This is an optimization exercise on Yosys and OpenROAD, whose aim is small area and a short achievable clock period, not a production implementation. The RTL was checked by simulation tests, not by an equivalence proof against the original design. Power is estimated from default activity; no workload was simulated.

run A:
==> flow/design.v (excerpt) <==
module fp_mul_pipe (
  input  logic        clk,
  input  logic        rst_n,
  input  logic        in_valid,
  input  logic [3:0]  r_mode,
  input  logic [31:0] fp_X,
  input  logic [31:0] fp_Y,
  output logic        out_valid,
  output logic [31:0] fp_Z,
  output logic        ovrf,
  output logic        udrf
);
Size: roughly 300 flip-flops, about 21,000 sq um of cells after synthesis.
clock: 8.5 ns
lec_check: 0
cap_margin: 20
core_margin: 2
core_utilization: 40
cts_buf_list: sky130_fd_sc_hd__clkbuf_8
cts_cluster_diameter: 40
cts_cluster_size: 20
setup_slack_margin: 5.0
slew_margin: 20
synth_hierarchical: 1
synth_minimum_keep_size: 0
standard.sh (not shown) runs the stock make flow with config.mk's settings and CLKGATE_MAP_FILE= SYNTH_SCRIPT=/design/flow/synth_recipe.tcl, a recipe that flattens the netlist after the stock synthesis.
==> flow/flow/run.sh <==
#!/bin/bash
set -euo pipefail
MARGIN=5.5
sed -E "s/SETUP_SLACK_MARGIN=[-0-9.]+/SETUP_SLACK_MARGIN=${MARGIN}/" standard.sh > standard_margin.sh
grep -q "SETUP_SLACK_MARGIN=${MARGIN}" standard_margin.sh
bash standard_margin.sh > standard.log 2>&1
Run A: no failed stages, no open violations at the end
Input-level comparison between run B and run A:
--- a/flow/flow/run.sh
+++ b/flow/flow/run.sh
@@ -1,5 +1,5 @@
 #!/bin/bash
 set -euo pipefail
-MARGIN=5.5
+MARGIN=5.3
 sed -E "s/SETUP_SLACK_MARGIN=[-0-9.]+/SETUP_SLACK_MARGIN=${MARGIN}/" standard.sh > standard_margin.sh
 grep -q "SETUP_SLACK_MARGIN=${MARGIN}" standard_margin.sh
==> summary.txt <==
Core utilization: run B < run A. Largest vdd supply drop delta (run B − run A): favourable. Non-clock buffer count (run B vs. run A) decreases by more than a quarter. [compare] base=run A new=run B: overall power of the completed layout fell about 8%, routed wire length -6000 um, cell area after layout -about 7.5%, worst setup slack down 0.079 ns. The capturing element of the worst setup path comes out z_q[15]$_DFF_P_ in one run and r1c_r[19]$_DFF_P_ in the other, namely in run A and run B respectively.
diff inputs: run B => run C
- PLACE_DENSITY now 0.65, previously not set
==> comparison <==
Critical path depth for run C: 9 up relative to run B
Run C: all stages complete, timing, DRC and antenna checks passed
Compared run C against run B; sequential power within noise.
Delta (run C minus run B): final-layout worst hold slack stayed essentially flat; post-placement cell count saw little to no change.
Run B vs run C, highest metal layer with signal wires: met5 vs met4

Starting RTL as in the previous note.
==> flow/config.mk <==
export PLATFORM = sky130hd
export DESIGN_NAME = fp_mul_pipe
export DESIGN_NICKNAME = fp_mul_pipe
export VERILOG_FILES = /design/flow/design.v
export SDC_FILE = /design/flow/constraint.sdc
export NUM_CORES = 4
export LEC_CHECK = 0
export CAP_MARGIN = 20
export CORE_MARGIN = 2
export CORE_UTILIZATION = 40
export CTS_BUF_LIST = sky130_fd_sc_hd__clkbuf_4 sky130_fd_sc_hd__clkbuf_8
export CTS_CLUSTER_DIAMETER = 40
export CTS_CLUSTER_SIZE = 20
export SETUP_SLACK_MARGIN = 5.0
export SLEW_MARGIN = 20
export SYNTH_HIERARCHICAL = 1
export SYNTH_MINIMUM_KEEP_SIZE = 0
==> flow/constraint.sdc <==
create_clock -name core_clock -period 8.5 [get_ports {clk}]
set_input_delay 1.7000 -clock core_clock [delete_from_list [all_inputs] [get_ports {clk}]]
set_output_delay 1.7000 -clock core_clock [all_outputs]
set_load 0.01 [all_outputs]
==> flow/flow/run.sh <==
#!/bin/bash
set -euo pipefail
MARGIN=5.3
sed -E "s/SETUP_SLACK_MARGIN=[-0-9.]+/SETUP_SLACK_MARGIN=${MARGIN}/" standard.sh > standard_margin.sh
grep -q "SETUP_SLACK_MARGIN=${MARGIN}" standard_margin.sh
bash standard_margin.sh > standard.log 2>&1
The baseline passed the timing, DRC and antenna checks.
Then changed:
==> flow/flow/run.sh (replaced) <==
#!/bin/bash
set -euo pipefail
MARGIN=5.35
sed -E "s/SETUP_SLACK_MARGIN=[-0-9.]+/SETUP_SLACK_MARGIN=${MARGIN}/" standard.sh > standard_margin.sh
grep -q "SETUP_SLACK_MARGIN=${MARGIN}" standard_margin.sh
bash standard_margin.sh > standard.log 2>&1
--- a/flow/config.mk
+++ b/flow/config.mk
@@ -9,5 +9,5 @@
 export CORE_MARGIN = 2
 export CORE_UTILIZATION = 40
-export CTS_BUF_LIST = sky130_fd_sc_hd__clkbuf_4 sky130_fd_sc_hd__clkbuf_8
+export CTS_BUF_LIST = sky130_fd_sc_hd__clkbuf_8
 export CTS_CLUSTER_DIAMETER = 40
 export CTS_CLUSTER_SIZE = 20
Result:
- The new run finished with timing, DRC and antenna clean
- final area climbs slightly
- non-clock buffer count went up by 15
- area after synthesis stays the same
- total power went up by a few percent
- worst setup slack loses 0.0056 ns
- routed wire length climbs slightly
- die area is unchanged
- hold slack barely changes
- sequential share of layout area goes down by 0.43 points
- global-route usage increases by 0.30 points
Then changed:
==> flow/flow/run.sh (replaced) <==
#!/bin/bash
set -euo pipefail
MARGIN=5.4
sed -E "s/SETUP_SLACK_MARGIN=[-0-9.]+/SETUP_SLACK_MARGIN=${MARGIN}/" standard.sh > standard_margin.sh
grep -q "SETUP_SLACK_MARGIN=${MARGIN}" standard_margin.sh
bash standard_margin.sh > standard.log 2>&1
Result:
- via count climbs by a few percent
- power climbs slightly
- die area is unchanged
- synthesized area stays the same
- design area climbs slightly

Starting RTL as in the previous note.
// fp_mul_pipe
module fp_mul_pipe (
  input  logic        clk,
  input  logic        rst_n,
  input  logic        in_valid,
  input  logic [3:0]  r_mode,
  input  logic [31:0] fp_X,
  input  logic [31:0] fp_Y,
  output logic        out_valid,
  output logic [31:0] fp_Z,
  output logic        ovrf,
  output logic        udrf
);
  localparam logic [1:0] RT_RNE = 2'd0;   
  localparam logic [1:0] RT_TRN = 2'd1;   
  localparam logic [1:0] RT_UPX = 2'd2;   
  localparam logic [1:0] RT_RMM = 2'd3;   
  localparam logic [1:0] CL_NUM = 2'd0;
  localparam logic [1:0] CL_ZER = 2'd1;
  localparam logic [1:0] CL_INF = 2'd2;
  localparam logic [1:0] CL_NAN = 2'd3;
  logic [3:0] vld_q;
  logic        s0_d;
  logic [1:0]  rt0_d;
  function automatic logic [4:0] tz24(input logic [22:0] f);
    logic [22:0] o;
    logic [4:0]  t;
    o = f;
    for (int d = 1; d < 23; d = d * 2)
      for (int i = 22; i >= 0; i--)
        if ((i / d) % 2 == 1) o[i] = o[i] | o[(i / d) * d - 1];
    t = o[22] ? 5'd0 : 5'd23;
    for (int i = 0; i < 23; i++)
      if (f[i] && (i == 0 || !o[i-1])) t = t | 5'(i);
    tz24 = t;
  endfunction
  ...
export LEC_CHECK = 0
export CAP_MARGIN = 20
export CORE_MARGIN = 2
export CORE_UTILIZATION = 40
export CTS_BUF_LIST = sky130_fd_sc_hd__clkbuf_8
export CTS_CLUSTER_DIAMETER = 40
export CTS_CLUSTER_SIZE = 20
export SETUP_SLACK_MARGIN = 5.0
export SLEW_MARGIN = 20
export SYNTH_HIERARCHICAL = 1
export SYNTH_MINIMUM_KEEP_SIZE = 0
create_clock -name core_clock -period 8.5 [get_ports {clk}]
==> flow/flow/run.sh <==
#!/bin/bash
set -euo pipefail
MARGIN=5.2
sed -E "s/SETUP_SLACK_MARGIN=[-0-9.]+/SETUP_SLACK_MARGIN=${MARGIN}/" standard.sh > standard_margin.sh
grep -q "SETUP_SLACK_MARGIN=${MARGIN}" standard_margin.sh
bash standard_margin.sh > standard.log 2>&1
Rerun with:
--- a/flow/flow/run.sh
+++ b/flow/flow/run.sh
@@ -3 +3 @@
-MARGIN=5.2
+MARGIN=5.3
Settings changed: GPL_TIMING_DRIVEN set to 0.
After rerunning: The new run finished clean. Worst setup slack is worse by 0.24 ns. Final cell count goes up by 5.0%. Power goes up by 7.0%. Synthesized cell count does not change. Final area goes up by 6.9%. Clock-buffer cell count goes up by 4. Wire length goes up by 21%. Clock power goes down by about 3%. Combinational power goes up by 13%.

static timing again, ports no longer ideal:
The flow's constraints put no driver on any port. The routed layouts listed below were extracted and timed again, unchanged, in two steps.
Step 1 assumes that a clkbuf_16 drives the clock port and a buf_2 every other input.
Step 2 adds t to the input delays and takes it off the output delays; t is the mean of the earliest and latest rising clock arrival at the registers after step 1. Input paths then give back, and output paths get back, about the clock's delay inside the block.
Slacks: ideal / step 1 / step 2; pairs: ideal / step 1.
run | shift t [ns] | setup WS [ns] | slew at the worst register clock pin (ns) | worst data-port slew with drivers (ns) | pins driven straight from the clock port
run A | 0.677 | 5.436 / 5.436 / 4.935 | 0.10 / 0.10 | 0.04 | 1
run B | 0.685 | 5.357 / 5.357 / 4.749 | 0.09 / 0.09 | 0.06 | 1
run C | 0.679 | 5.231 / 5.231 / 4.754 | 0.09 / 0.09 | 0.04 | 1
the first run of note 2 | 0.682 | 5.377 / 5.377 / 4.749 | 0.09 / 0.09 | 0.06 | 1
the second run of note 2 | 0.689 | 5.371 / 5.371 / 4.800 | 0.08 / 0.08 | 0.06 | 1
the third run of note 2 | 0.681 | 5.343 / 5.343 / 4.796 | 0.08 / 0.08 | 0.06 | 1
the first run of note 3 | 0.680 | 5.254 / 5.231 / 4.688 | 0.09 / 0.09 | 0.06 | 1
the second run of note 3 | 0.680 | 5.018 / 5.018 / 4.723 | 0.09 / 0.09 | 0.06 | 1
After both steps setup and hold are still met in every run listed. For the first run of note 2, which loses most, drivers alone change the setup slack by 0.000 ns; drivers and shift together by -0.628 ns.
